From an optimization exercise on the open Yosys and OpenROAD flow, aimed at a short achievable clock period and few clock cycles; shortcuts taken in it are not production practice. RTL that was checked went through simulation tests only; none was proved equivalent to the original. Only the layout flow was run in runs 3, 4 and 6; the RTL was not checked for function there. Power is estimated from default activity; no workload was simulated.

`flow/constraint.sdc`:
```
create_clock -name core_clock -period 8.0 [get_ports {clk}]
set_input_delay 1.6000 -clock core_clock [delete_from_list [all_inputs] [get_ports {clk}]]
set_output_delay 1.6000 -clock core_clock [all_outputs]
set_load 0.01 [all_outputs]
```
`flow/design.v`:
```
`default_nettype none
package cache_pkg;
	localparam int addr_w = 16;
	localparam int data_w = 32;
	localparam int index_w = 4;
	localparam int tag_w = addr_w - index_w;
	localparam int lines = 1 << index_w;
	localparam int csr_sel_w = 2;
	localparam logic [csr_sel_w-1:0] csr_ctrl = 2'd0;
	localparam logic [csr_sel_w-1:0] csr_hits = 2'd1;
	localparam logic [csr_sel_w-1:0] csr_misses = 2'd2;
endpackage
`default_nettype wire
`timescale 1ns/1ps
`default_nettype none
module cache_store
(
	input  logic                           clk,
	input  logic                           rst,
	input  logic [cache_pkg::index_w-1:0]  lookup_index,
	input  logic [cache_pkg::tag_w-1:0]    lookup_tag,
	output logic                           hit,
	output logic                           victim_dirty,
	output logic [cache_pkg::tag_w-1:0]    victim_tag,
	output logic [cache_pkg::data_w-1:0]   line_data,
	input  logic                           wr_en,
	input  logic [cache_pkg::index_w-1:0]  wr_index,
	input  logic [cache_pkg::tag_w-1:0]    wr_tag,
	input  logic [cache_pkg::data_w-1:0]   wr_data,
	input  logic                           wr_dirty
);
	logic [cache_pkg::lines-1:0] valid_q;
	logic [cache_pkg::lines-1:0] dirty_q;
	logic [cache_pkg::tag_w-1:0] tag_q [cache_pkg::lines];
	logic [cache_pkg::data_w-1:0] data_q [cache_pkg::lines];
	logic [cache_pkg::lines-1:0] match;
	always_comb
		for (int i = 0; i < cache_pkg::lines; i++)
			match[i] = valid_q[i] && (tag_q[i] == lookup_tag);
	assign line_data = data_q[lookup_index];
	assign victim_tag = tag_q[lookup_index];
	assign hit = match[lookup_index];
	assign victim_dirty = valid_q[lookup_index] && dirty_q[lookup_index];
	always_ff @(posedge clk or negedge rst)
	begin
		if (!rst)
		begin
			valid_q <= '0;
			dirty_q <= '0;
		end
		else if (wr_en)
		begin
			valid_q[wr_index] <= 1'b1;
			dirty_q[wr_index] <= wr_dirty;
		end
	end
	always_ff @(posedge clk)
	begin
		if (wr_en)
		begin
			tag_q[wr_index] <= wr_tag;
			data_q[wr_index] <= wr_data;
		end
	end
endmodule
`default_nettype wire
`timescale 1ns/1ps
`default_nettype none
module cache_csr
(
	input  logic                             clk,
	input  logic                             rst,
	input  logic                             csr_req,
	input  logic                             csr_we,
	input  logic [cache_pkg::csr_sel_w-1:0]  csr_sel,
	input  logic [cache_pkg::data_w-1:0]     csr_wdata,
	output logic                             csr_ack,
	output logic [cache_pkg::data_w-1:0]     csr_rdata,
	output logic                             enable,
	input  logic                             hit_pulse,
	input  logic                             miss_pulse
);
	logic [cache_pkg::data_w-1:0] hits_q;
	logic [cache_pkg::data_w-1:0] misses_q;
	logic access;
	assign access = csr_req && !csr_ack;
	always_ff @(posedge clk or negedge rst)
	begin
		if (!rst)
		begin
			csr_ack <= 1'b0;
			enable <= 1'b1;
			hits_q <= '0;
			misses_q <= '0;
		end
		else
		begin
			csr_ack <= csr_req;
			if (access && csr_we && (csr_sel == cache_pkg::csr_ctrl))
				enable <= csr_wdata[0];
			if (access && csr_we && (csr_sel == cache_pkg::csr_hits))
				hits_q <= '0;
			else if (hit_pulse && (hits_q != '1))
				hits_q <= hits_q + 1'b1;
			if (access && csr_we && (csr_sel == cache_pkg::csr_misses))
				misses_q <= '0;
			else if (miss_pulse && (misses_q != '1))
				misses_q <= misses_q + 1'b1;
		end
	end
	always_ff @(posedge clk)
	begin
		if (access && !csr_we)
		begin
			case (csr_sel)
				cache_pkg::csr_ctrl:   csr_rdata <= {{(cache_pkg::data_w-1){1'b0}}, enable};
				cache_pkg::csr_hits:   csr_rdata <= hits_q;
				cache_pkg::csr_misses: csr_rdata <= misses_q;
				default:               csr_rdata <= '0;
			endcase
		end
	end
endmodule
`default_nettype wire
`timescale 1ns/1ps
`default_nettype none
module cache_ctrl
(
	input  logic                           clk,
	input  logic                           rst,
	input  logic                           cpu_req,
	input  logic                           cpu_we,
	input  logic [cache_pkg::addr_w-1:0]   cpu_addr,
	input  logic [cache_pkg::data_w-1:0]   cpu_wdata,
	output logic                           cpu_ack,
	output logic [cache_pkg::data_w-1:0]   cpu_rdata,
	output logic                           mem_req,
	output logic                           mem_we,
	output logic [cache_pkg::addr_w-1:0]   mem_addr,
	output logic [cache_pkg::data_w-1:0]   mem_wdata,
	input  logic                           mem_ack,
	input  logic [cache_pkg::data_w-1:0]   mem_rdata,
	input  logic                           enable,
	output logic                           hit_pulse,
	output logic                           miss_pulse,
	output logic [cache_pkg::index_w-1:0]  lookup_index,
	output logic [cache_pkg::tag_w-1:0]    lookup_tag,
	input  logic                           hit,
	input  logic                           victim_dirty,
	input  logic [cache_pkg::tag_w-1:0]    victim_tag,
	input  logic [cache_pkg::data_w-1:0]   line_data,
	output logic                           wr_en,
	output logic [cache_pkg::index_w-1:0]  wr_index,
	output logic [cache_pkg::tag_w-1:0]    wr_tag,
	output logic [cache_pkg::data_w-1:0]   wr_data,
	output logic                           wr_dirty
);
	logic idle_q;
	logic ack_q;
	logic rdw_q;
	logic fill_q;
	logic rd_pend_q;
	logic rd_wait_q;
	logic [cache_pkg::addr_w-1:0] addr_q;
	logic [cache_pkg::data_w-1:0] rdata_q;
	logic start;
	logic busy;
	logic cached;
	logic go_hit;
	logic go_mem;
	logic mem_done;
	logic fill;
	assign lookup_index = cpu_addr[cache_pkg::index_w-1:0];
	assign lookup_tag = cpu_addr[cache_pkg::addr_w-1:cache_pkg::index_w];
	assign start = idle_q && cpu_req;
	assign busy = mem_req || rd_pend_q;
	assign cached = enable && hit;
	assign go_hit = start && cached;
	assign go_mem = start && !cached && !busy;
	assign mem_done = mem_req && mem_ack;
	assign fill = rdw_q && fill_q && mem_ack;
	assign cpu_ack = (cpu_req && ack_q) || (rdw_q && mem_ack);
	assign cpu_rdata = rdata_q | (mem_rdata & {cache_pkg::data_w{rdw_q}});
	always_ff @(posedge clk or negedge rst)
	begin
		if (!rst)
		begin
			idle_q <= 1'b1;
			ack_q <= 1'b0;
			rdw_q <= 1'b0;
			fill_q <= 1'b0;
			rd_pend_q <= 1'b0;
			rd_wait_q <= 1'b0;
			mem_req <= 1'b0;
			mem_we <= 1'b0;
			wr_en <= 1'b0;
			hit_pulse <= 1'b0;
			miss_pulse <= 1'b0;
		end
		else
		begin
			wr_en <= ((go_hit || go_mem) && enable && cpu_we) || fill;
			hit_pulse <= go_hit;
			miss_pulse <= go_mem && enable;
			if (go_hit)
			begin
				idle_q <= 1'b0;
				ack_q <= 1'b1;
			end
			else if (go_mem)
			begin
				idle_q <= 1'b0;
				ack_q <= cpu_we;
				mem_req <= 1'b1;
				if (enable && victim_dirty)
					rd_pend_q <= 1'b1;
				else
					rdw_q <= !cpu_we;
			end
			else if (ack_q && !cpu_req)
			begin
				idle_q <= 1'b1;
				ack_q <= 1'b0;
			end
			if (start && !busy)
			begin
				fill_q <= enable;
				rd_wait_q <= !cpu_we;
				mem_we <= enable ? victim_dirty : cpu_we;
			end
			if (mem_done)
			begin
				mem_req <= 1'b0;
				if (rdw_q)
				begin
					rdw_q <= 1'b0;
					ack_q <= 1'b1;
				end
			end
			else if (!mem_req && rd_pend_q)
			begin
				mem_req <= 1'b1;
				mem_we <= 1'b0;
				rd_pend_q <= 1'b0;
				rdw_q <= rd_wait_q;
			end
		end
	end
	always_ff @(posedge clk)
	begin
		if (start && !busy)
		begin
			addr_q <= cpu_addr;
			if (enable && victim_dirty)
			begin
				mem_addr <= {victim_tag, lookup_index};
				mem_wdata <= line_data;
			end
			else
			begin
				mem_addr <= cpu_addr;
				mem_wdata <= cpu_wdata;
			end
		end
		else if (!mem_req && rd_pend_q)
			mem_addr <= addr_q;
		if (start)
			rdata_q <= line_data;
		else if (rdw_q && mem_ack)
			rdata_q <= mem_rdata;
		else if (!idle_q && !ack_q)
			rdata_q <= '0;
		if (start)
		begin
			wr_index <= lookup_index;
			wr_tag <= lookup_tag;
			wr_data <= cpu_wdata;
			wr_dirty <= 1'b1;
		end
		else if (rdw_q && mem_ack)
		begin
			wr_index <= addr_q[cache_pkg::index_w-1:0];
			wr_tag <= addr_q[cache_pkg::addr_w-1:cache_pkg::index_w];
			wr_data <= mem_rdata;
			wr_dirty <= 1'b0;
		end
	end
endmodule
`default_nettype wire
`timescale 1ns/1ps
`default_nettype none
module cache_top
(
	input  logic                             clk,
	input  logic                             rst,
	input  logic                             cpu_req,
	input  logic                             cpu_we,
	input  logic [cache_pkg::addr_w-1:0]     cpu_addr,
	input  logic [cache_pkg::data_w-1:0]     cpu_wdata,
	output logic                             cpu_ack,
	output logic [cache_pkg::data_w-1:0]     cpu_rdata,
	output logic                             mem_req,
	output logic                             mem_we,
	output logic [cache_pkg::addr_w-1:0]     mem_addr,
	output logic [cache_pkg::data_w-1:0]     mem_wdata,
	input  logic                             mem_ack,
	input  logic [cache_pkg::data_w-1:0]     mem_rdata,
	input  logic                             csr_req,
	input  logic                             csr_we,
	input  logic [cache_pkg::csr_sel_w-1:0]  csr_sel,
	input  logic [cache_pkg::data_w-1:0]     csr_wdata,
	output logic                             csr_ack,
	output logic [cache_pkg::data_w-1:0]     csr_rdata
);
	logic enable;
	logic hit_pulse;
	logic miss_pulse;
	logic [cache_pkg::index_w-1:0] lookup_index;
	logic [cache_pkg::tag_w-1:0] lookup_tag;
	logic hit;
	logic victim_dirty;
	logic [cache_pkg::tag_w-1:0] victim_tag;
	logic [cache_pkg::data_w-1:0] line_data;
	logic wr_en;
	logic [cache_pkg::index_w-1:0] wr_index;
	logic [cache_pkg::tag_w-1:0] wr_tag;
	logic [cache_pkg::data_w-1:0] wr_data;
	logic wr_dirty;
	cache_ctrl i_ctrl (.*);
	cache_store i_store (.*);
	cache_csr i_csr (.*);
endmodule
`default_nettype wire
```
`flow/run.sh`:
```
#!/bin/bash
# synth_recipe.tcl (not shown) runs the flow's synth.tcl, then flattens the netlist and writes it again
# the make line also repeats each setting of config.mk as NAME=value (left out here)
make -C /OpenROAD-flow-scripts/flow DESIGN_CONFIG=/design/flow/config.mk WORK_HOME=/design/flow/orfs CLKGATE_MAP_FILE= SYNTH_SCRIPT=/design/flow/synth_recipe.tcl finish
```
`flow/config.mk`:
```
export PLATFORM = sky130hd
export DESIGN_NAME = cache_top
export DESIGN_NICKNAME = cache_top
export VERILOG_FILES = /design/flow/design.v
export SDC_FILE = /design/flow/constraint.sdc
export NUM_CORES = 4
export LEC_CHECK = 0
export CAP_MARGIN = 20
export CORE_MARGIN = 2
export CORE_UTILIZATION = 60
export SETUP_SLACK_MARGIN = 5
export SLEW_MARGIN = 20
```
==> flow_summary.json, run 1 <==
{
  "ys_ff_latch": 990,
  "skew_ns": 0.02947,
  "min-delay-start": "i_ctrl.fill_q",
  "die_h_um": 267.6,
  "rsz0062_at_grt": "yes",
  "ir_drop_mv": 0.2305,
  "yosys-top-cells-area": "edfxtp_1 63%, mux4_2 12%, dfrtp_1 6.4%",
  "fin_tns_setup_ns": 0,
  "dominantRegCellSynth": "edfxtp_1",
  "synth_top_area_cell": "edfxtp_1",
  "hpwlAfterDp_mm": 58.25,
  "antenna_found_initial": 3,
  "synthDistinctLibCells": 62,
  "ctsLongestPathBuffers": 3,
  "synth.mux.area_fraction_pct": 13.32,
  "r2r_end": "i_store.data_q[5][30]",
  "finalMaxSlewViolations": 0,
  "min_period_over_period_pct": 46.12,
  "avgViaCountPerCell": 6.445,
  "portBuffers": 205,
  "synth_simple_gate_area_share_pct": 6.255,
  "place_congestion": 0.8948,
  "fin_hold_ws_ns": 0.4888,
  "fill_cells": 4119,
  "cts-htree-levels": 3,
  "grt_pass1_wl_mm": 164.4,
  "layout_common_cells": "880 x edfxtp_1, 247 x nand2_1, 222 x mux4_2",
  "firstDrtPassIters": 7,
  "status": "finished clean",
  "tritoncts": "built",
  "min_path_cells": 2,
  "ant_nets": 0,
  "hold_violations": 0,
  "wl_per_cell_um": 30.23,
  "grt_overflow": 0,
  "cp.required_ns": 6.40,
  "drive_gt1_share_pct": 28.30,
  "slew_headroom_pct": 32.68,
  "yosysSeqAreaShare_pct": 69.96,
  "p_leak_nw": 17.91,
  "ios": 237,
  "fin_total_pwr_mw": 14.26,
  "min_path_type": "register to register",
  "final_common_cell": "edfxtp_1",
  "postSynthCellCount": 2405,
  "num-nets-final": 2902,
  "fin_crit_ns": 3.690,
  "path_clk_slew_ns": 0.06,
  "syn2layout_area_growth_pct": 22.35,
  "synth_xor_area_share_pct": 5.187,
  "grt_pass1_vias": 24650,
  "holdPathEnd": "i_ctrl.fill_q",
  "async_flop_share_pct": 11.01,
  "syn_area_per_cell_um2": 17.34,
  "dieWidth_um": 267.6,
  "finalSetupViolCount": 0,
  "rr_startpoint": "i_ctrl.wr_index[0]",
  "p_per_area_mw_per_mm2": 279.5,
  "track_usage_pct": 32.43,
  "syn_area_mm2": 0.04170,
  "synth_top_area_share_pct": 63.36,
  "synth_compound_gate_area_share_pct": 3.228,
  "worst_slew_pin_slew_ns": 1.010,
  "num_vias": 24430,
  "yosysWarnings": 3,
  "grt_start_max_net_pins": 82,
  "drc": 0,
  "coreArea_mm2": 0.06871,
  "r2r.worst_path.cells": 4,
  "max-cap-violations": 0,
  "crit_arrival_ns": 2.09,
  "reg2reg_slack_ns": 5.14,
  "start_util_pct": 60.70,
  "row_count": 96,
  "synth_fp_nets": 2533,
  "start_kind": "input port",
  "clkSinkCount": 990,
  "synth-edff-count": 880,
  "placed_cell_area_mm2": 0.04487,
  "synth-adder-area-share_pct": 0.2100,
  "dieArea_mm2": 0.07163,
  "numCtsBuffers": 98,
  "wirelength_mm": 114.6,
  "clkLatencyLatePin_ns": 0.67,
  "synth_top_family_by_area": "multiplexers",
  "root_buffer": "clkbuf_16",
  "critPathKind": "input port to primary output",
  "cp_max_fo": 2,
  "critPathCaptureType": "primary output",
  "fmax_mhz": 271.0,
  "first_iter_violations": 2852,
  "final_cell_area_mm2": 0.05103
}
==> area by class of cell <==
| cell class | instances | area, um2 | area share [%] |
|---|---|---|---|
| Sequential cell | 990 | 29180 | 57.19 |
| Multi-Input combinational cell | 1271 | 12640 | 24.78 |
| Timing Repair Buffer | 395 | 4613 | 9.041 |
| Clock buffer | 127 | 2673 | 5.238 |
| Tap cell | 931 | 1165 | 2.283 |
| Clock inverter | 58 | 679.4 | 1.331 |
| Inverter | 18 | 68.82 | 0.1349 |
| Antenna cell | 1 | 2.502 | 0.004904 |
==> worst max-delay path by stage <==
| stage | startpoint | end | slack [ns] | depth (start not counted) |
|---|---|---|---|---|
| global route | mem_rdata[4] | cpu_rdata[4] | 4.31 | 3 |
| CTS | mem_rdata[4] | cpu_rdata[4] | 4.31 | 3 |
| floorplan | cpu_addr[0] | i_ctrl.mem_wdata[10] | 4.35 | 7 |
| detailed placement | cpu_addr[6] | i_ctrl.ack_q | 2.51 | 9 |
| finish | mem_rdata[4] | cpu_rdata[4] | 4.31 | 3 |
| global placement | cpu_addr[7] | i_ctrl.ack_q | 2.50 | 9 |
==> state kept, by name, summed over array words and instances (netlist names), 4 cells and up <==
register and count:
i_store.data_q 512, i_store.tag_q 192, i_csr.csr_rdata 32, i_csr.hits_q 32, i_csr.misses_q 32, i_ctrl.mem_wdata 32, i_ctrl.rdata_q 32, i_ctrl.wr_data 32
i_ctrl.addr_q 16, i_ctrl.mem_addr 16, i_store.dirty_q 16, i_store.valid_q 16, i_ctrl.wr_tag 12, i_ctrl.wr_index 4
==> stage by stage <==
stage	instances	utilization, %	setup WS [ns]
after global placement	3456	65.32	2.502
after floorplan	2405	-	4.346
after CTS	3758	73.49	4.306
after detailed placement	3456	65.31	2.507
final	3791	74.27	4.310
after global routing	3790	74.26	4.305
==> where the power goes <==
group | switching (mW) | internal (mW)
logic | 1.27 | 0.895
registers | 0.681 | 6.65
clock network | 2.00 | 2.77
total | 3.95 | 10.3
==> what timing repair did <==
item | CTS | global route
gates cloned | 36 | 4
gates resized for setup | 630 | 41
setup endpoints to repair | 466 | 188
pin swaps | 48 | 17
hold endpoints to repair | 0 | 0
hold buffers | 0 | 0
buffers inserted | 81 | 28
==> routing by layer <==
| metal | up-vias | share of wire (%) | GRT usage, % |
|---|---|---|---|
| li1 | 10140 | - | - |
| met1 | 12720 | 38 | 45.00 |
| met2 | 1325 | 48 | 51.27 |
| met3 | 246 | 9.9 | 7.356 |
| met4 | 0 | 3.3 | 11.54 |
| met5 | - | 0 | 0 |
==> Yosys cell counts, types with 24 or more instances <==
| cell | number |
|---|---|
| edfxtp_1 | 880 |
| a22o_1 | 63 |
| nand2_1 | 253 |
| clkbuf_1 | 67 |
| o21ai_0 | 48 |
| xor2_1 | 78 |
| nand3_1 | 52 |
| a21o_1 | 32 |
| dfrtp_1 | 107 |
| nand4_1 | 39 |
| nor2_1 | 92 |
| mux2_2 | 37 |
| xnor2_1 | 169 |
| buf_2 | 24 |
| mux4_2 | 222 |
==> logic make-up after synthesis <==
family / Yosys count
DFF: 990
and+or+nand+nor: 560
muxes: 273
xor gates and xnor gates: 247
AOI/OAI and AO/OA: 183
buffers and inverters: 145
adders and majority gates: 7
==> critical path: stages <==
cell and delay (ns):
buf_8 0.11, a21o_1 0.22, buf_2 0.16
Testbench counts, summed over its fixed seeds: cycles 22,434.
==> run 2, diff against run 1 <==
--- a/flow/config.mk
+++ b/flow/config.mk
@@ -7,6 +7,6 @@
 export LEC_CHECK = 0
 export CAP_MARGIN = 20
 export CORE_MARGIN = 2
-export CORE_UTILIZATION = 60
+export CORE_UTILIZATION = 40
 export SETUP_SLACK_MARGIN = 5
 export SLEW_MARGIN = 20
==> flow_summary.json, run 2 <==
{
  "postSynthCellCount": 2405,
  "drc": 0,
  "regArea_mm2": 0.02918,
  "fin_ws_ns": 4.359,
  "grt_pass1_vias": 24250,
  "ir_drop_mv": 0.1730,
  "synth-edff-count": 880,
  "final_util_pct": 49.42,
  "root_buffer": "clkbuf_16",
  "num_vias": 24210,
  "drive_gt1_share_pct": 28.28,
  "synthDistinctLibCells": 62,
  "syn2layout_area_growth_pct": 22.65,
  "layout_common_cells": "880 x edfxtp_1, 247 x nand2_1, 222 x mux4_2",
  "syn_area_mm2": 0.04170,
  "ios": 237,
  "crit_chain": "buf_8 > a21o_1 > buf_6",
  "fin_tns_setup_ns": 0,
  "worst_slew_pin_slew_ns": 1.066,
  "p_leak_nw": 17.59,
  "dominantRegCellSynth": "edfxtp_1",
  "wirelength_mm": 119.0,
  "yosys-top-cells-area": "edfxtp_1 63%, mux4_2 12%, dfrtp_1 6.4%",
  "crit_slowest_cell": "a21o_1",
  "slew_headroom_pct": 28.85,
  "cp_max_fo": 2,
  "async_flop_share_pct": 11.01,
  "avgViaCountPerCell": 5.731,
  "fill_cells": 8452,
  "synth_top_area_cell": "edfxtp_1",
  "first_iter_violations": 2883,
  "hold_violations": 0,
  "start_kind": "input port",
  "row_count": 118,
  "dieWidth_um": 326.9,
  "final_common_cell": "edfxtp_1",
  "finalMaxSlewViolations": 0,
  "num-nets-final": 2884,
  "grt_overflow": 0,
  "syn_area_per_cell_um2": 17.34,
  "fin_crit_ns": 3.641,
  "place_congestion": 0.9206,
  "synth_top_area_share_pct": 63.36,
  "ys_ff_latch": 990,
  "cp.required_ns": 6.40,
  "grt_pass1_wl_mm": 169.2,
  "antenna_found_initial": 2,
  "hpwlAfterDp_mm": 66.83,
  "largest_register_ffs": 512,
  "ctsLongestPathBuffers": 3,
  "rsz0062_at_grt": "yes",
  "ant_nets": 0,
  "critPathKind": "input port to primary output",
  "critPathCaptureType": "primary output",
  "synth.most_common_cell": "edfxtp_1",
  "numCtsBuffers": 103,
  "fmax_mhz": 274.6,
  "regMostFlops": "i_store.data_q",
  "finalSetupViolCount": 0,
  "pre_cts_ws_ns": 2.621,
  "die_h_um": 326.9,
  "firstDrtPassIters": 5,
  "track_usage_pct": 21.98,
  "cts-htree-levels": 3,
  "dieArea_mm2": 0.1069,
  "grt_start_max_net_pins": 61,
  "wl_per_cell_um": 28.17,
  "crit_arrival_ns": 2.04,
  "min_path_type": "register to register",
  "min_period_over_period_pct": 45.52,
  "yosysSeqAreaShare_pct": 69.96,
  "skew_ns": 0.07166,
  "dp_cells": 3911,
  "status": "finished clean",
  "clkSinkCount": 990,
  "p_per_area_mw_per_mm2": 277.3,
  "fin_cells": 4225,
  "reg.largest.list": "i_store.data_q x512, i_store.tag_q x192",
  "fin_total_pwr_mw": 14.18,
  "clkLatencyLatePin_ns": 0.72,
  "max-cap-violations": 0,
  "path_clk_slew_ns": 0.06,
  "synthTopCellsByCount": "880 x edfxtp_1, 253 x nand2_1, 222 x mux4_2",
  "start_util_pct": 40.29,
  "yosysWarnings": 3,
  "tritoncts": "built",
  "multi_input_area_mm2": 0.01288,
  "synth_fp_nets": 2533,
  "coreArea_mm2": 0.1035,
  "slowest_delay_ns": 0.21,
  "portBuffers": 205
}
==> run 2: layout make-up <==
cell class                 count  share of cell area, %
sequential                   990                  57.05
multi-input combinational   1277                  25.18
timing repair buffer         366                  7.811
clock buffer                 134                  5.306
tap                         1380                  3.376
clock inverter                58                  1.113
inverter                      18                 0.1566
antenna                        2               0.009785
==> run 2: what timing repair did <==
action                                  CTS  global route
endpoints found under the setup margin  377           247
hold endpoints to repair                  0             0
pin swaps                                41            30
cloned                                   23             2
setup buffers                            59            36
hold buffers                              0             0
gates resized for setup                 690            64
==> run 2: path summary, 6_finish.rpt <==
path                                  start               end  slack [ns]  depth (start not counted)
setup / recovery               mem_rdata[0]      cpu_rdata[0]        4.36                          3
hold / removal                i_ctrl.fill_q     i_ctrl.fill_q        0.50                          2
setup reg to reg           i_csr.hits_q[11]  i_csr.hits_q[31]        5.12                          8
hold reg to reg               i_ctrl.fill_q     i_ctrl.fill_q        0.50                          2
max in group asynchronous               rst      i_ctrl.rdw_q        5.71                          2
min in group asynchronous               rst  i_csr.hits_q[24]        0.94                          1
==> run 2: cells by family (layout without fill, tap and decap cells) <==
group           count (synthesis)  after routing  share of synthesized area [%]
fa+ha+maj                       7              7                         0.2100
simple gates                  560            567                          6.255
compound gates                183            183                          3.228
flops                         990            990                          69.96
xor+xnor                      247            247                          5.187
other cells                     0              2                              0
mux                           273            273                          13.32
buf+inv                       145            576                          1.836
==> run 2: critical path: cells and delay by family <==
| kind | cells | cell delay (ns) |
|---|---|---|
| compound gates | 1 | 0.21 |
| buf+inv | 2 | 0.23 |
==> run 2: where the power goes <==
group	leakage (nW)	internal (mW)	total, mW	switching [mW]
clock	1.59	2.58	4.63	2.05
combinational	6.54	0.890	2.20	1.31
sequential	9.46	6.65	7.35	0.699
total	17.6	10.1	14.2	4.06
==> run 2: layer usage <==
metal  share of wire, %  up-vias  global-route usage [%]  wire length [um]
met5                  0        -                       0                 0
met4                2.6        0                   6.861              3127
met3                8.8      182                   4.899             10480
met2                 47     1150                   34.22             55770
met1                 42    12770                   30.99             49640
li1                   -    10110                       -                 -
==> run 2: metrics by stage <==
stage | hold WS (ns) | area (um2)
after floorplan | 0.4483 | 42280
after global placement | 0.4658 | 45450
after detailed placement | 0.4810 | 45540
after CTS | 0.4948 | 50500
after global routing | 0.5197 | 51150
final | 0.4990 | 51150
==> run 3, diff against run 2 <==
--- a/flow/design.v
+++ b/flow/design.v
@@ -179,7 +179,7 @@
 	assign go_mem = start && !cached && !busy;
 	assign mem_done = mem_req && mem_ack;
 	assign fill = rdw_q && fill_q && mem_ack;
-	assign cpu_ack = (cpu_req && ack_q) || (rdw_q && mem_ack);
+	assign cpu_ack = (cpu_req && ack_q) || (cpu_req && cpu_we && idle_q && !busy) || (rdw_q && mem_ack);
 	assign cpu_rdata = rdata_q | (mem_rdata & {cache_pkg::data_w{rdw_q}});
 	always_ff @(posedge clk or negedge rst)
 	begin
==> flow_summary.json, run 3 <==
{
  "fin_crit_ns": 3.998,
  "reg.largest.list": "i_store.data_q x512, i_store.tag_q x192",
  "syn_area_per_cell_um2": 17.30,
  "status": "finished clean",
  "combinationalPowerShare_pct": 14.7,
  "dominantRegCellSynth": "edfxtp_1",
  "cts-htree-levels": 3,
  "worst_slew_pin_slew_ns": 1.187,
  "critPathKind": "input port to primary output",
  "synthDistinctLibCells": 61,
  "ios": 237,
  "firstDrtPassIters": 6,
  "grt_start_max_net_pins": 66,
  "p_per_area_mw_per_mm2": 277.5,
  "hpwlAfterDp_mm": 65.49,
  "slew_headroom_pct": 20.78,
  "regMostFlops": "i_store.data_q",
  "path_clk_slew_ns": 0.06,
  "fin_tns_setup_ns": 0,
  "dieArea_mm2": 0.1069,
  "track_usage_pct": 22.31,
  "synth_top_area_cell": "edfxtp_1",
  "ir_drop_mv": 0.1544,
  "syn2layout_area_growth_pct": 23.88,
  "ys_ff_latch": 990,
  "grt_pass1_wl_mm": 172.0,
  "rsz0062_at_grt": "yes",
  "synthTopCellsByCount": "880 x edfxtp_1, 231 x nand2_1, 222 x mux4_2",
  "max-cap-violations": 0,
  "fmax_mhz": 250.1,
  "die_h_um": 326.9,
  "fin_ws_ns": 4.002,
  "met1_usage_pct": 30.28,
  "min_path_type": "register to register",
  "portBuffers": 205,
  "dieWidth_um": 326.9,
  "final_util_pct": 49.93,
  "first_iter_violations": 2903,
  "min_path_cells": 2,
  "grt_util_met3_pct": 4.754,
  "coreArea_mm2": 0.1035,
  "yosys-top-cells-area": "edfxtp_1 63%, mux4_2 12%, dfrtp_1 6.4%",
  "finalMaxSlewViolations": 0,
  "pre_cts_ws_ns": 2.144,
  "tritoncts": "built",
  "start_kind": "input port",
  "r2r.worst_path.cells": 3,
  "num-nets-final": 2911,
  "async_flop_share_pct": 11.01,
  "sw_frac_of_total_pct": 27.67,
  "synth.most_common_cell": "edfxtp_1",
  "postSynthCellCount": 2411,
  "yosysSeqAreaShare_pct": 69.94,
  "yosysWarnings": 3,
  "r2r_end": "i_store.data_q[9][17]",
  "min_period_over_period_pct": 49.98,
  "finalSetupViolCount": 0,
  "ctsLongestPathBuffers": 3,
  "multi_input_area_mm2": 0.01271,
  "row_count": 118,
  "p_switching_mw": 3.967,
  "n_antenna_cell": 0,
  "avgViaCountPerCell": 5.794,
  "synth_top_area_share_pct": 63.35,
  "grt_overflow": 0,
  "syn_area_mm2": 0.04171,
  "rr_startpoint": "i_ctrl.wr_index[3]",
  "top_usage_layer": "met2",
  "reg2reg_slack_ns": 5.01,
  "holdPathEnd": "i_store.dirty_q[3]",
  "numCtsBuffers": 106,
  "wirelength_mm": 122.7,
  "drive_gt1_share_pct": 28.34,
  "regArea_mm2": 0.02918,
  "ant_nets": 0,
  "fin_total_pwr_mw": 14.34,
  "layout_common_cells": "880 x edfxtp_1, 226 x nand2_1, 222 x mux4_2",
  "place_congestion": 1.000,
  "fill_cells": 8416,
  "grt_pass1_vias": 24690,
  "largest_register_ffs": 512,
  "antenna_found_initial": 3,
  "crit_arrival_ns": 2.40,
  "skew_ns": 0.03953,
  "synth-edff-count": 880,
  "grt_use_met2_pct": 35.79,
  "power.internal_mw": 10.37,
  "start_util_pct": 40.30,
  "seqPwrFrac_pct": 50.1,
  "wl_per_cell_um": 28.86,
  "synth_fp_nets": 2539,
  "hold_violations": 0,
  "num_vias": 24640,
  "p_leak_nw": 18.03,
  "critPathCaptureType": "primary output",
  "clkLatencyLatePin_ns": 0.71,
  "root_buffer": "clkbuf_16",
  "clkSinkCount": 990,
  "cp.required_ns": 6.40,
  "clkPwrFrac_pct": 35.2,
  "final_common_cell": "edfxtp_1",
  "drc": 0,
  "cp_max_fo": 2,
  "min-delay-start": "i_store.dirty_q[3]"
}
run 3: power groups by stage:
stage          Clock [mW]  Sequential (mW)  Combinational, mW
5_1_grt              5.32             7.26               2.24
3_5_place_dp            0             7.26               1.94
2_1_floorplan           0             7.01               1.11
6_report             5.05             7.18               2.11
3_3_place_gp            0             7.21               1.91
4_1_cts              5.13             7.17               2.05
run 3: cell families (layout without fill, tap and decap cells):
| logic type | after synthesis | in the layout | share of synthesized area (%) |
|---|---|---|---|
| adders and majority gates | 7 | 7 | 0.2100 |
| muxes | 274 | 274 | 13.35 |
| AOI/OAI and AO/OA | 201 | 202 | 3.387 |
| xor gates and xnor gates | 241 | 241 | 5.060 |
| DFF | 990 | 990 | 69.94 |
| buffers and inverters | 148 | 600 | 1.737 |
| and+or+nand+nor | 550 | 558 | 6.317 |
run 3: layer usage:
layer / part of all wire (%) / vias to the layer above
met3: 8.8 / 258
li1: - / 10220
met2: 48 / 1226
met4: 3.7 / 6
met1: 40 / 12920
met5: 0.028 / -
run 3: cell type report:
type	instances	area share, %
Clock inverter	67	1.455
Timing Repair Buffer	383	8.366
Multi-Input combinational cell	1282	24.61
Clock buffer	130	5.489
Tap cell	1380	3.342
Sequential cell	990	56.47
Inverter	18	0.2058
Timing Repair inverter	2	0.06296
run 3: worst max path at each step:
stage	startpoint	to	slack, ns	cells past startpoint
3_5_place_dp	cpu_req	cpu_ack	2.14	7
4_1_cts	cpu_req	cpu_ack	4.02	7
6_report	cpu_req	cpu_ack	4.00	7
2_1_floorplan	cpu_req	cpu_ack	3.78	6
3_3_place_gp	cpu_req	cpu_ack	2.17	7
5_1_grt	cpu_req	cpu_ack	3.99	7
run 3: worst max-delay path, stage by stage:
cell and delay, ns:
buf_12 0.10, and2_4 0.18, nand2_8 0.10, clkinv_16 0.07, nand2_8 0.07, nand3_4 0.12, buf_6 0.15
run 3: timing repair:
action	CTS	global route
gates resized for setup	668	66
buffers inserted	67	33
endpoints found under the setup margin	450	399
hold buffers	0	0
pin swaps	40	23
gates cloned	32	13
run 3: through the flow:
step	instances	area (um2)	hold WS, ns
6_report	4252	51670	0.4887
5_1_grt	4252	51670	0.5236
4_1_cts	4206	50870	0.4880
3_5_place_dp	3910	45470	0.4752
3_3_place_gp	3909	45430	0.4679
2_1_floorplan	2411	42300	0.4470
==> run 4, diff against run 3 <==
--- a/flow/design.v
+++ b/flow/design.v
@@ -179,8 +179,8 @@
 	assign go_mem = start && !cached && !busy;
 	assign mem_done = mem_req && mem_ack;
 	assign fill = rdw_q && fill_q && mem_ack;
-	assign cpu_ack = (cpu_req && ack_q) || (cpu_req && cpu_we && idle_q && !busy) || (rdw_q && mem_ack);
-	assign cpu_rdata = rdata_q | (mem_rdata & {cache_pkg::data_w{rdw_q}});
+	assign cpu_ack = ack_q;
+	assign cpu_rdata = rdata_q;
 	always_ff @(posedge clk or negedge rst)
 	begin
 		if (!rst)
@@ -268,8 +268,6 @@
 			rdata_q <= line_data;
 		else if (rdw_q && mem_ack)
 			rdata_q <= mem_rdata;
-		else if (!idle_q && !ack_q)
-			rdata_q <= '0;
 		if (start)
 		begin
 			wr_index <= lookup_index;
==> flow_summary.json, run 4 <==
{
  "status": "finished clean",
  "max-cap-violations": 0,
  "critPathKind": "input port to register",
  "clkSinkCount": 990,
  "syn2layout_area_growth_pct": 23.30,
  "avgViaCountPerCell": 5.632,
  "fin_cells": 4171,
  "grt_util_met3_pct": 4.013,
  "reg.largest.list": "i_store.data_q x512, i_store.tag_q x192",
  "fin_total_pwr_mw": 14.09,
  "synth_xor_area_share_pct": 5.207,
  "met1_usage_pct": 29.91,
  "finalMaxSlewViolations": 0,
  "synthDistinctLibCells": 66,
  "num_vias": 23490,
  "largest_register_ffs": 512,
  "synth-adder-area-share_pct": 0.2117,
  "critPathTopFamily": "compound AO/OA/AOI/OAI gates",
  "cp.required_ns": 8.60,
  "grt_use_met2_pct": 35.97,
  "final_common_cell": "edfxtp_1",
  "firstDrtPassIters": 7,
  "rsz0062_at_grt": "yes",
  "dp_cells": 3886,
  "final_cell_area_mm2": 0.05102,
  "slew_headroom_pct": 28.70,
  "regMostFlops": "i_store.data_q",
  "start_kind": "input port",
  "tritoncts": "built",
  "synth_top_family_by_area": "multiplexers",
  "skew_ns": 0.05015,
  "critPathMostFrequentCell": "buf_12",
  "grt_start_max_net_pins": 78,
  "synth_top_area_share_pct": 63.86,
  "first_iter_violations": 2358,
  "ys_ff_latch": 990,
  "place_congestion": 0.8852,
  "fin_hold_ws_ns": 0.4838,
  "dieArea_mm2": 0.1060,
  "drc": 0,
  "grt_pass1_wl_mm": 168.5,
  "row_count": 117,
  "drive_gt1_share_pct": 24.37,
  "worst-path-buf-inv": 4,
  "yosysSeqAreaShare_pct": 70.51,
  "synth-edff-count": 880,
  "placed_cell_area_mm2": 0.04506,
  "clkLatencyLatePin_ns": 0.70,
  "yosys-top-cells-area": "edfxtp_1 64%, mux4_2 12%, dfrtp_1 6.5%",
  "yosysWarnings": 3,
  "dominantRegCellSynth": "edfxtp_1",
  "ant_nets": 0,
  "min_path_type": "register to register",
  "ir_drop_mv": 0.2137,
  "cts-htree-levels": 3,
  "p_per_area_mw_per_mm2": 276.3,
  "synth.most_common_cell": "edfxtp_1",
  "grt_overflow": 0,
  "finalSetupViolCount": 0,
  "dieWidth_um": 325.6,
  "layout_common_cells": "880 x edfxtp_1, 304 x nand2_1, 221 x mux4_2",
  "synth_compound_gate_area_share_pct": 2.171,
  "track_usage_pct": 21.97,
  "ios": 237,
  "hpwlAfterDp_mm": 60.76,
  "grt_pass1_vias": 24050,
  "ctsLongestPathBuffers": 3,
  "synth_fp_nets": 2519,
  "postSynthCellCount": 2391,
  "syn_area_mm2": 0.04138,
  "crit_slowest_cell": "o311ai_4",
  "num-nets-final": 2844,
  "top_usage_layer": "met2",
  "root_buffer": "clkbuf_16",
  "path_clk_slew_ns": 0.06,
  "numCtsBuffers": 104,
  "synth.mux.area_fraction_pct": 13.37,
  "crit_arrival_ns": 3.76,
  "start_util_pct": 40.50,
  "coreArea_mm2": 0.1022,
  "async_flop_share_pct": 11.01,
  "synth_top_area_cell": "edfxtp_1",
  "cp_max_fo": 8,
  "fin_tns_setup_ns": 0,
  "synthTopCellsByCount": "880 x edfxtp_1, 306 x nand2_1, 221 x mux4_2",
  "slowest_delay_ns": 0.32,
  "worst_slew_pin_slew_ns": 1.069,
  "hold_violations": 0,
  "fin_crit_ns": 3.159,
  "p_leak_nw": 17.37,
  "min_period_over_period_pct": 39.49,
  "cts_hold_buf": 0,
  "die_h_um": 325.6,
  "synth_simple_gate_area_share_pct": 6.861,
  "portBuffers": 205,
  "wl_per_cell_um": 28.56,
  "critPathCaptureType": "register",
  "syn_area_per_cell_um2": 17.31,
  "crit_chain": "buf_6 > buf_12 > buf_12 > xnor2_1 > nand4_1 > nor4_4 > a311oi_2 > o311ai_4 > buf_12 > nand3_4 > o21a_1 > o31ai_2",
  "n_antenna_cell": 0,
  "antenna_found_initial": 3,
  "wirelength_mm": 119.1,
  "fmax_mhz": 316.6
}
-- run 4: cells by family after synthesis --
kind of cell	Yosys count
AOI/OAI and AO/OA	127
xor gates and xnor gates	246
adders and majority gates	7
buffers and inverters	133
DFF	990
muxes	272
and+or+nand+nor	616
-- run 4: path summary, 6_finish.rpt --
kind	from	to	slack, ns	cells after the start
worst min register to register	i_ctrl.fill_q	i_ctrl.fill_q	0.48	2
max in group asynchronous	rst	i_ctrl.idle_q	6.02	3
min in group asynchronous	rst	i_store.dirty_q[14]	0.86	1
worst max register to register	i_ctrl.wr_index[0]	i_store.dirty_q[0]	5.17	7
worst min-delay path	i_ctrl.fill_q	i_ctrl.fill_q	0.48	2
worst max-delay path	cpu_addr[14]	i_ctrl.wr_en	4.84	12
-- run 4: metal layers --
layer	vias up	routed length (um)
li1	9943	-
met1	12390	48160
met2	966	58470
met3	190	8952
met4	4	3539
met5	-	22
-- run 4: repair_timing --
| item | 4_1_cts | 5_1_grt |
|---|---|---|
| pin swaps | 51 | 18 |
| cloned | 26 | 6 |
| setup endpoints to repair | 468 | 122 |
| gates resized for setup | 386 | 89 |
| setup buffers | 45 | 14 |
-- run 4: report_power, final --
group          switching (mW)  internal (mW)
registers               0.591           6.55
clock network            2.06           2.90
logic                    1.20          0.793
-- run 4: per-stage QoR --
step / worst slack (ns) / util, %
final: 4.841 / 49.93
after global routing: 4.813 / 49.93
after CTS: 4.875 / 49.39
after detailed placement: 2.886 / 44.09
after global placement: 2.886 / 44.09
after floorplan: 4.523 / -
-- run 4: area by class of cell --
cell class,instances,area [um2]
multi-input cells,1270,12490
inverters,13,75.07
clock inverters,63,762.0
fillers,8509,51160
well taps,1368,1712
flip-flops and latches,990,29180
repair inverters,1,11.26
clock buffers,130,2751
repair buffers,336,4041
-- run 4: worst register-to-register path: cells and delay by family, from the launching register on --
family	cells	cell delay, ns
mux	1	0.31
flops	1	0.57
fa+ha+maj	1	0.31
simple gates	3	0.72
buf+inv	2	0.81
==> run 5, diff against run 4 <==
--- a/flow/design.v
+++ b/flow/design.v
@@ -173,14 +173,14 @@
 	assign lookup_index = cpu_addr[cache_pkg::index_w-1:0];
 	assign lookup_tag = cpu_addr[cache_pkg::addr_w-1:cache_pkg::index_w];
 	assign start = idle_q && cpu_req;
-	assign busy = mem_req || rd_pend_q;
+	assign busy = mem_req || mem_ack || rd_pend_q;
 	assign cached = enable && hit;
 	assign go_hit = start && cached;
 	assign go_mem = start && !cached && !busy;
 	assign mem_done = mem_req && mem_ack;
 	assign fill = rdw_q && fill_q && mem_ack;
-	assign cpu_ack = ack_q;
-	assign cpu_rdata = rdata_q;
+	assign cpu_ack = (cpu_req && ack_q) || (rdw_q && mem_ack);
+	assign cpu_rdata = rdata_q | (mem_rdata & {cache_pkg::data_w{rdw_q}});
 	always_ff @(posedge clk or negedge rst)
 	begin
 		if (!rst)
@@ -237,7 +237,7 @@
 					ack_q <= 1'b1;
 				end
 			end
-			else if (!mem_req && rd_pend_q)
+			else if (!mem_req && !mem_ack && rd_pend_q)
 			begin
 				mem_req <= 1'b1;
 				mem_we <= 1'b0;
@@ -262,12 +262,14 @@
 				mem_wdata <= cpu_wdata;
 			end
 		end
-		else if (!mem_req && rd_pend_q)
+		else if (!mem_req && !mem_ack && rd_pend_q)
 			mem_addr <= addr_q;
 		if (start)
 			rdata_q <= line_data;
 		else if (rdw_q && mem_ack)
 			rdata_q <= mem_rdata;
+		else if (!idle_q && !ack_q)
+			rdata_q <= '0;
 		if (start)
 		begin
 			wr_index <= lookup_index;
==> flow_summary.json, run 5 <==
{
  "ios": 237,
  "final_common_cell": "edfxtp_1",
  "wl_met3_mm": 8.776,
  "min_path_type": "register to register",
  "max-cap-violations": 0,
  "first_iter_violations": 2529,
  "synth_fp_nets": 2545,
  "cp.required_ns": 6.40,
  "async_flop_share_pct": 11.01,
  "ctsLongestPathBuffers": 3,
  "ys_ff_latch": 990,
  "crit_chain": "buf_6 > a21o_1 > buf_2",
  "firstDrtPassIters": 5,
  "start_util_pct": 40.22,
  "synth_top_area_cell": "edfxtp_1",
  "reg.largest.list": "i_store.data_q x512, i_store.tag_q x192",
  "clkSinkCount": 990,
  "critPathCaptureType": "primary output",
  "regArea_mm2": 0.02918,
  "slowest_delay_ns": 0.17,
  "fill_cells": 8441,
  "wl_per_cell_um": 27.88,
  "hpwlAfterDp_mm": 63.66,
  "finalSetupViolCount": 0,
  "synthTopCellsByCount": "880 x edfxtp_1, 243 x nand2_1, 220 x mux4_2",
  "grt_overflow": 0,
  "fin_total_pwr_mw": 14.23,
  "num-nets-final": 2932,
  "portBuffers": 205,
  "tritoncts": "built",
  "antenna_found_initial": 5,
  "syn_area_per_cell_um2": 17.20,
  "placed_cell_area_mm2": 0.04552,
  "numCtsBuffers": 105,
  "clkLatencyLatePin_ns": 0.69,
  "num_vias": 24430,
  "p_leak_nw": 18.16,
  "dieArea_mm2": 0.1065,
  "layout_common_cells": "880 x edfxtp_1, 237 x nand2_1, 220 x mux4_2",
  "ant_nets": 0,
  "min_period_over_period_pct": 44.98,
  "crit_slowest_cell": "a21o_1",
  "met2_wirelength_mm": 58.88,
  "worst-path-buf-inv": 2,
  "root_buffer": "clkbuf_16",
  "synthDistinctLibCells": 56,
  "start_kind": "input port",
  "drive_gt1_share_pct": 29.37,
  "syn2layout_area_growth_pct": 25.44,
  "synth_top_area_share_pct": 63.58,
  "synth-edff-count": 880,
  "row_count": 118,
  "coreArea_mm2": 0.1033,
  "yosys-top-cells-area": "edfxtp_1 64%, mux4_2 12%, dfrtp_1 6.4%",
  "drc": 0,
  "place_congestion": 0.9108,
  "cts-htree-levels": 3,
  "fin_tns_setup_ns": 0,
  "fmax_mhz": 277.9,
  "largest_register_ffs": 512,
  "cp_max_fo": 2,
  "regMostFlops": "i_store.data_q",
  "final_cell_area_mm2": 0.05214,
  "rsz0062_at_grt": "yes",
  "yosysSeqAreaShare_pct": 70.19,
  "wirelength_mm": 119.2,
  "postSynthCellCount": 2417,
  "critPathTopFamily": "buffers and inverters",
  "yosysWarnings": 3,
  "dieWidth_um": 326.4,
  "hold_violations": 0,
  "finalMaxSlewViolations": 0,
  "status": "finished clean",
  "slew_headroom_pct": 27.95,
  "critPathKind": "input port to primary output",
  "fin_crit_ns": 3.598,
  "die_h_um": 326.4,
  "avgViaCountPerCell": 5.715,
  "worst_slew_pin_slew_ns": 1.081,
  "syn_area_mm2": 0.04156,
  "dominantRegCellSynth": "edfxtp_1",
  "crit_arrival_ns": 2.00,
  "grt_pass1_wl_mm": 170.2,
  "grt_start_max_net_pins": 81,
  "synth.most_common_cell": "edfxtp_1",
  "topRoutingLayerUsed": "met5",
  "m1WireLength_mm": 47.83,
  "path_clk_slew_ns": 0.06,
  "grt_pass1_vias": 24470,
  "multi_input_area_mm2": 0.01288,
  "ir_drop_mv": 0.1786,
  "track_usage_pct": 21.90,
  "skew_ns": 0.02641,
  "p_per_area_mw_per_mm2": 273.0
}
run 5: changes by cell type after synthesis, moves of 12 or more:
cell      delta
a21o_1      +33
nand4_1     +13
a22o_1      +32
buf_1       +12
o21ai_0     +15
buf_4       -13
o21ai_1     -13
nand2_1     -63
buf_6       -14
clkbuf_1    +18
run 5: path summary, 6_finish.rpt:
path                               startpoint                   end  slack [ns]  cells past startpoint
hold / removal               i_ctrl.rd_wait_q      i_ctrl.rd_wait_q        0.48                      1
hold reg to reg              i_ctrl.rd_wait_q      i_ctrl.rd_wait_q        0.48                      1
max in group asynchronous                 rst          i_ctrl.rdw_q        6.03                      2
setup reg to reg           i_ctrl.wr_index[3]  i_store.tag_q[10][8]        5.07                      3
min in group asynchronous                 rst       i_csr.hits_q[8]        0.85                      1
setup / recovery                 mem_rdata[3]          cpu_rdata[3]        4.40                      3
run 5: timing repair:
action	CTS	global route
cloned	30	8
gates resized for setup	673	58
buffers inserted	94	23
pin swaps	54	20
endpoints found under the setup margin	491	164
hold buffers	0	0
run 5: kinds of logic (layout without fill, tap and decap cells):
family,Yosys count,after routing,synth area share (%)
compound gates,196,196,3.341
xor+xnor,244,244,5.141
fa+ha+maj,7,7,0.2107
buf+inv,145,621,1.415
flops,990,990,70.19
mux,271,271,13.26
other cells,0,1,0
simple gates,564,565,6.442
run 5: area by class of cell:
class	instances	share of cell area, %
Timing Repair Buffer	407	9.052
Inverter	17	0.1536
Antenna cell	1	0.004799
Clock buffer	125	5.224
Tap cell	1380	3.312
Sequential cell	990	55.96
Multi-Input combinational cell	1283	24.71
Clock inverter	72	1.584
run 5: through the flow:
| step | setup WS (ns) | instances | util, % | hold slack (ns) |
|---|---|---|---|---|
| after floorplan | 4.613 | 2417 | - | 0.4429 |
| after global placement | 2.787 | 3921 | 44.02 | 0.4575 |
| after detailed placement | 2.737 | 3922 | 44.05 | 0.4691 |
| after CTS | 4.395 | 4243 | 49.81 | 0.4828 |
| after global routing | 4.386 | 4274 | 50.45 | 0.4969 |
| final | 4.402 | 4275 | 50.45 | 0.4829 |
run 5: layer usage:
| layer | vias up | GRT usage (%) |
|---|---|---|
| li1 | 10260 | - |
| met3 | 206 | 3.164 |
| met4 | 6 | 6.871 |
| met1 | 12900 | 29.84 |
| met5 | - | 0 |
| met2 | 1056 | 36.51 |
run 5: where the power goes:
group | switching [mW] | internal (mW) | leakage (nW) | total (mW)
clock network | 2.06 | 2.95 | 1.71 | 5.02
logic | 1.22 | 0.859 | 6.99 | 2.08
registers | 0.594 | 6.55 | 9.46 | 7.14
total | 3.87 | 10.4 | 18.2 | 14.2
Testbench counts of run 5, summed over its fixed seeds: cycles 23,692.
==> run 6, diff against run 5 <==
--- a/flow/design.v
+++ b/flow/design.v
@@ -161,6 +161,10 @@
 	logic fill_q;
 	logic rd_pend_q;
 	logic rd_wait_q;
+	logic mem_req_q;
+	logic mem_we_q;
+	logic [cache_pkg::addr_w-1:0] mem_addr_q;
+	logic [cache_pkg::data_w-1:0] mem_wdata_q;
 	logic [cache_pkg::addr_w-1:0] addr_q;
 	logic [cache_pkg::data_w-1:0] rdata_q;
 	logic start;
@@ -170,17 +174,29 @@
 	logic go_mem;
 	logic mem_done;
 	logic fill;
+	logic victim_wb;
+	logic new_we;
+	logic [cache_pkg::addr_w-1:0] new_addr;
+	logic [cache_pkg::data_w-1:0] new_wdata;
 	assign lookup_index = cpu_addr[cache_pkg::index_w-1:0];
 	assign lookup_tag = cpu_addr[cache_pkg::addr_w-1:cache_pkg::index_w];
 	assign start = idle_q && cpu_req;
-	assign busy = mem_req || mem_ack || rd_pend_q;
+	assign busy = mem_req_q || rd_pend_q || mem_ack;
 	assign cached = enable && hit;
 	assign go_hit = start && cached;
 	assign go_mem = start && !cached && !busy;
-	assign mem_done = mem_req && mem_ack;
+	assign mem_done = mem_req_q && mem_ack;
 	assign fill = rdw_q && fill_q && mem_ack;
-	assign cpu_ack = (cpu_req && ack_q) || (rdw_q && mem_ack);
-	assign cpu_rdata = rdata_q | (mem_rdata & {cache_pkg::data_w{rdw_q}});
+	assign victim_wb = enable && victim_dirty;
+	assign new_we = enable ? victim_dirty : cpu_we;
+	assign new_addr = victim_wb ? {victim_tag, lookup_index} : cpu_addr;
+	assign new_wdata = victim_wb ? line_data : cpu_wdata;
+	assign mem_req = mem_req_q || go_mem;
+	assign mem_we = mem_req_q ? mem_we_q : new_we;
+	assign mem_addr = mem_req_q ? mem_addr_q : new_addr;
+	assign mem_wdata = mem_req_q ? mem_wdata_q : new_wdata;
+	assign cpu_ack = (cpu_req && ack_q) || (rdw_q && mem_ack) || go_hit || (go_mem && cpu_we);
+	assign cpu_rdata = rdw_q ? mem_rdata : (idle_q ? line_data : rdata_q);
 	always_ff @(posedge clk or negedge rst)
 	begin
 		if (!rst)
@@ -191,8 +207,8 @@
 			fill_q <= 1'b0;
 			rd_pend_q <= 1'b0;
 			rd_wait_q <= 1'b0;
-			mem_req <= 1'b0;
-			mem_we <= 1'b0;
+			mem_req_q <= 1'b0;
+			mem_we_q <= 1'b0;
 			wr_en <= 1'b0;
 			hit_pulse <= 1'b0;
 			miss_pulse <= 1'b0;
@@ -211,8 +227,8 @@
 			begin
 				idle_q <= 1'b0;
 				ack_q <= cpu_we;
-				mem_req <= 1'b1;
-				if (enable && victim_dirty)
+				mem_req_q <= 1'b1;
+				if (victim_wb)
 					rd_pend_q <= 1'b1;
 				else
 					rdw_q <= !cpu_we;
@@ -226,21 +242,21 @@
 			begin
 				fill_q <= enable;
 				rd_wait_q <= !cpu_we;
-				mem_we <= enable ? victim_dirty : cpu_we;
+				mem_we_q <= new_we;
 			end
 			if (mem_done)
 			begin
-				mem_req <= 1'b0;
+				mem_req_q <= 1'b0;
 				if (rdw_q)
 				begin
 					rdw_q <= 1'b0;
 					ack_q <= 1'b1;
 				end
 			end
-			else if (!mem_req && !mem_ack && rd_pend_q)
+			else if (!mem_req_q && rd_pend_q)
 			begin
-				mem_req <= 1'b1;
-				mem_we <= 1'b0;
+				mem_req_q <= 1'b1;
+				mem_we_q <= 1'b0;
 				rd_pend_q <= 1'b0;
 				rdw_q <= rd_wait_q;
 			end
@@ -251,25 +267,15 @@
 		if (start && !busy)
 		begin
 			addr_q <= cpu_addr;
-			if (enable && victim_dirty)
-			begin
-				mem_addr <= {victim_tag, lookup_index};
-				mem_wdata <= line_data;
-			end
-			else
-			begin
-				mem_addr <= cpu_addr;
-				mem_wdata <= cpu_wdata;
-			end
+			mem_addr_q <= new_addr;
+			mem_wdata_q <= new_wdata;
 		end
-		else if (!mem_req && !mem_ack && rd_pend_q)
-			mem_addr <= addr_q;
+		else if (!mem_req_q && rd_pend_q)
+			mem_addr_q <= addr_q;
 		if (start)
 			rdata_q <= line_data;
 		else if (rdw_q && mem_ack)
 			rdata_q <= mem_rdata;
-		else if (!idle_q && !ack_q)
-			rdata_q <= '0;
 		if (start)
 		begin
 			wr_index <= lookup_index;
==> flow_summary.json, run 6 <==
{
  "status": "finished clean",
  "first_iter_violations": 2686,
  "crit_arrival_ns": 3.93,
  "critPathCaptureType": "primary output",
  "ant_nets": 0,
  "synthDistinctLibCells": 62,
  "p_leak_nw": 18.78,
  "grt_use_met2_pct": 35.87,
  "finalSetupViolCount": 0,
  "r2r_end": "i_store.data_q[7][3]",
  "fin_ws_ns": 2.474,
  "clkSinkCount": 990,
  "fin_total_pwr_mw": 14.68,
  "synth.most_common_cell": "edfxtp_1",
  "cp.required_ns": 6.40,
  "dieArea_mm2": 0.1089,
  "min_period_over_period_pct": 69.07,
  "root_buffer": "clkbuf_16",
  "portBuffers": 205,
  "drive_gt1_share_pct": 30.23,
  "pre_cts_ws_ns": 0.9333,
  "critPathKind": "input port to primary output",
  "place_congestion": 0.8860,
  "min_path_cells": 2,
  "fin_tns_setup_ns": 0,
  "crit_slowest_cell": "mux4_2",
  "grt_pass1_wl_mm": 173.3,
  "die_h_um": 329.9,
  "synth_top_area_share_pct": 62.19,
  "fill_cells": 8470,
  "dieWidth_um": 329.9,
  "num_vias": 24970,
  "cts_hold_buf": 0,
  "min_path_type": "register to register",
  "hpwlAfterDp_mm": 63.73,
  "antenna_found_initial": 4,
  "clkLatencyLatePin_ns": 0.71,
  "fin_cells": 4419,
  "wl_per_cell_um": 27.05,
  "dp_cells": 4061,
  "min-delay-start": "i_store.dirty_q[2]",
  "fin_crit_ns": 5.526,
  "syn2layout_area_growth_pct": 26.07,
  "met1_usage_pct": 30.52,
  "row_count": 119,
  "grt_pass1_vias": 25390,
  "grt_start_max_net_pins": 80,
  "start_util_pct": 40.37,
  "ios": 237,
  "reg2reg_slack_ns": 5.14,
  "synth_fp_nets": 2678,
  "wirelength_mm": 119.5,
  "firstDrtPassIters": 5,
  "regMostFlops": "i_store.data_q",
  "grt_util_met3_pct": 3.801,
  "max-cap-violations": 0,
  "fin_hold_ws_ns": 0.4872,
  "reg.largest.list": "i_store.data_q x512, i_store.tag_q x192",
  "path_clk_slew_ns": 0.06,
  "num-nets-final": 3067,
  "coreArea_mm2": 0.1053,
  "slowest_delay_ns": 0.52,
  "finalMaxSlewViolations": 0,
  "final_common_cell": "edfxtp_1",
  "cp_max_fo": 8,
  "worst_slew_pin_slew_ns": 1.010,
  "layout_common_cells": "880 x edfxtp_1, 347 x nand2_1, 221 x mux4_2",
  "async_flop_share_pct": 11.01,
  "syn_area_per_cell_um2": 16.66,
  "drc": 0,
  "track_usage_pct": 22.01,
  "critPathMostFrequentCell": "buf_12",
  "cts-htree-levels": 3,
  "fmax_mhz": 181.0,
  "synth-edff-count": 880,
  "numCtsBuffers": 104,
  "ir_drop_mv": 0.1829,
  "p_per_area_mw_per_mm2": 274.0,
  "slew_headroom_pct": 32.69,
  "avgViaCountPerCell": 5.652,
  "synth_top_area_cell": "edfxtp_1",
  "yosys-top-cells-area": "edfxtp_1 62%, mux4_2 12%, dfrtp_1 6.3%",
  "yosysWarnings": 3,
  "rr_startpoint": "i_ctrl.wr_index[2]",
  "postSynthCellCount": 2550,
  "dominantRegCellSynth": "edfxtp_1",
  "grt_overflow": 0,
  "tritoncts": "built",
  "rsz0062_at_grt": "yes",
  "top_usage_layer": "met2",
  "r2r.worst_path.cells": 3,
  "skew_ns": 0.06141,
  "syn_area_mm2": 0.04249,
  "yosysSeqAreaShare_pct": 68.66,
  "holdPathEnd": "i_store.dirty_q[2]",
  "largest_register_ffs": 512,
  "crit_chain": "buf_16 > nand3_2 > o21ai_1 > mux4_2 > nor2_4 > a311oi_4 > buf_12 > buf_12 > buf_16 > buf_12 > mux2_4 > mux2_4 > buf_6",
  "start_kind": "input port",
  "hold_violations": 0,
  "synthTopCellsByCount": "880 x edfxtp_1, 359 x nand2_1, 221 x mux4_2",
  "ys_ff_latch": 990,
  "ctsLongestPathBuffers": 3
}
run 6: changes by cell type in the layout (fill, tap and decap cells not counted), moves of 22 or more:
cell / before / now
dlygate4sd2_1: 62 / 29
mux2_4: 10 / 82
o21ai_1: 15 / 39
nand2_1: 237 / 347
a22o_1: 63 / 41
clkdlybuf4s50_1: 38 / 73
buf_4: 117 / 76
buf_6: 53 / 88
a21o_1: 34 / 0
run 6: layout make-up:
type / count / area (um2) / share of cell area (%)
clock inverter: 58 / 586.8 / 1.095
tap: 1391 / 1740 / 3.249
timing repair buffer: 419 / 5314 / 9.919
antenna: 1 / 2.502 / 0.004671
inverter: 18 / 75.07 / 0.1401
clock buffer: 136 / 2836 / 5.295
multi-input combinational: 1406 / 13840 / 25.83
sequential: 990 / 29180 / 54.47
run 6: repair_timing:
action                                  4_1_cts  5_1_grt
cloned                                       42        5
resized for setup                           582      177
endpoints found under the setup margin      454      267
pin swaps                                    26       21
hold endpoints to repair                      0        0
setup buffers                                73       43
run 6: cell families (layout without fill, tap and decap cells):
kind of cell,count (synthesis),after routing,synth area share (%)
AND/OR/NAND/NOR,655,656,6.961
flip-flops,990,990,68.66
AO/OA/AOI/OAI,144,144,2.367
multiplexers,353,353,15.10
buffers and inverters,155,631,1.634
XOR/XNOR,246,246,5.070
adder cells (fa/ha/maj),7,7,0.2061
other,0,1,0
run 6: power breakdown:
part	total (mW)	leakage, nW	switching, mW	internal [mW]
sequential	7.10	9.43	0.586	6.51
clock	4.81	1.67	2.04	2.77
combinational	2.77	7.68	1.53	1.24
run 6: worst max path at each step:
stage                     depth (start not counted)           to  slack, ns   startpoint
after floorplan                                   8  mem_addr[4]       2.86  cpu_addr[0]
after global placement                           11      cpu_ack       0.96  cpu_addr[9]
after detailed placement                         11      cpu_ack       0.93  cpu_addr[9]
after CTS                                        13  mem_addr[4]       2.44  cpu_addr[0]
after global routing                             13  mem_addr[4]       2.44  cpu_addr[0]
final                                            13  mem_addr[4]       2.47  cpu_addr[0]
run 6: metal layers:
metal | vias up | routed length [um]
met5 | - | 32
met2 | 1014 | 57270
met3 | 194 | 8944
li1 | 10640 | -
met1 | 13120 | 49940
met4 | 6 | 3351
run 6: critical path, delay by kind of cell:
kind / cells / cell delay (ns)
mux: 3 / 1.13
simple gates: 2 / 0.19
compound gates: 2 / 0.11
buf+inv: 6 / 0.86
run 6: through the flow:
step | instance area [um2] | utilization (%)
3_5_place_dp | 46580 | 44.25
5_1_grt | 53570 | 50.89
6_report | 53570 | 50.89
2_1_floorplan | 43410 | -
4_1_cts | 52670 | 50.04
3_3_place_gp | 46570 | 44.24

## afterwards: timing with drivers on the ports
The flow's constraints put no driver on any port. The routed layouts listed below were extracted and timed again, unchanged, in two steps. Step 1: set_driving_cell puts a clkbuf_16 on clk and a buf_2 on each other input, an assumption about the parent block. Step 2 moves the port delays by t, midway between the first and last clock arrival at a register: inputs arrive t later, outputs are due t later. That takes back most of the time a late clock gives input paths. Slacks: ideal ports / drivers / drivers and shift; pairs: ideal ports / drivers.
run	shift t [ns]	setup WS [ns]	worst setup path at the end	worst slew at a driven data input, ns	pins driven straight from the clock port
run 1	0.728	4.310 / 4.271 / 3.721	input to register	0.48	1
run 2	0.758	4.358 / 4.306 / 3.731	input to register	0.48	1
run 3	0.758	4.002 / 3.898 / 3.791	input to register	0.49	1
run 4	0.742	4.841 / 4.470 / 3.728	input to register	0.59	1
run 5	0.746	4.402 / 4.322 / 3.886	input to register	0.48	1
run 6	0.744	2.474 / 1.878 / 1.878	input to output	0.75	1
After both steps every run listed still meets setup and hold. For run 4, which loses most, drivers alone change the setup slack by -0.371 ns; drivers and shift together by -1.113 ns.
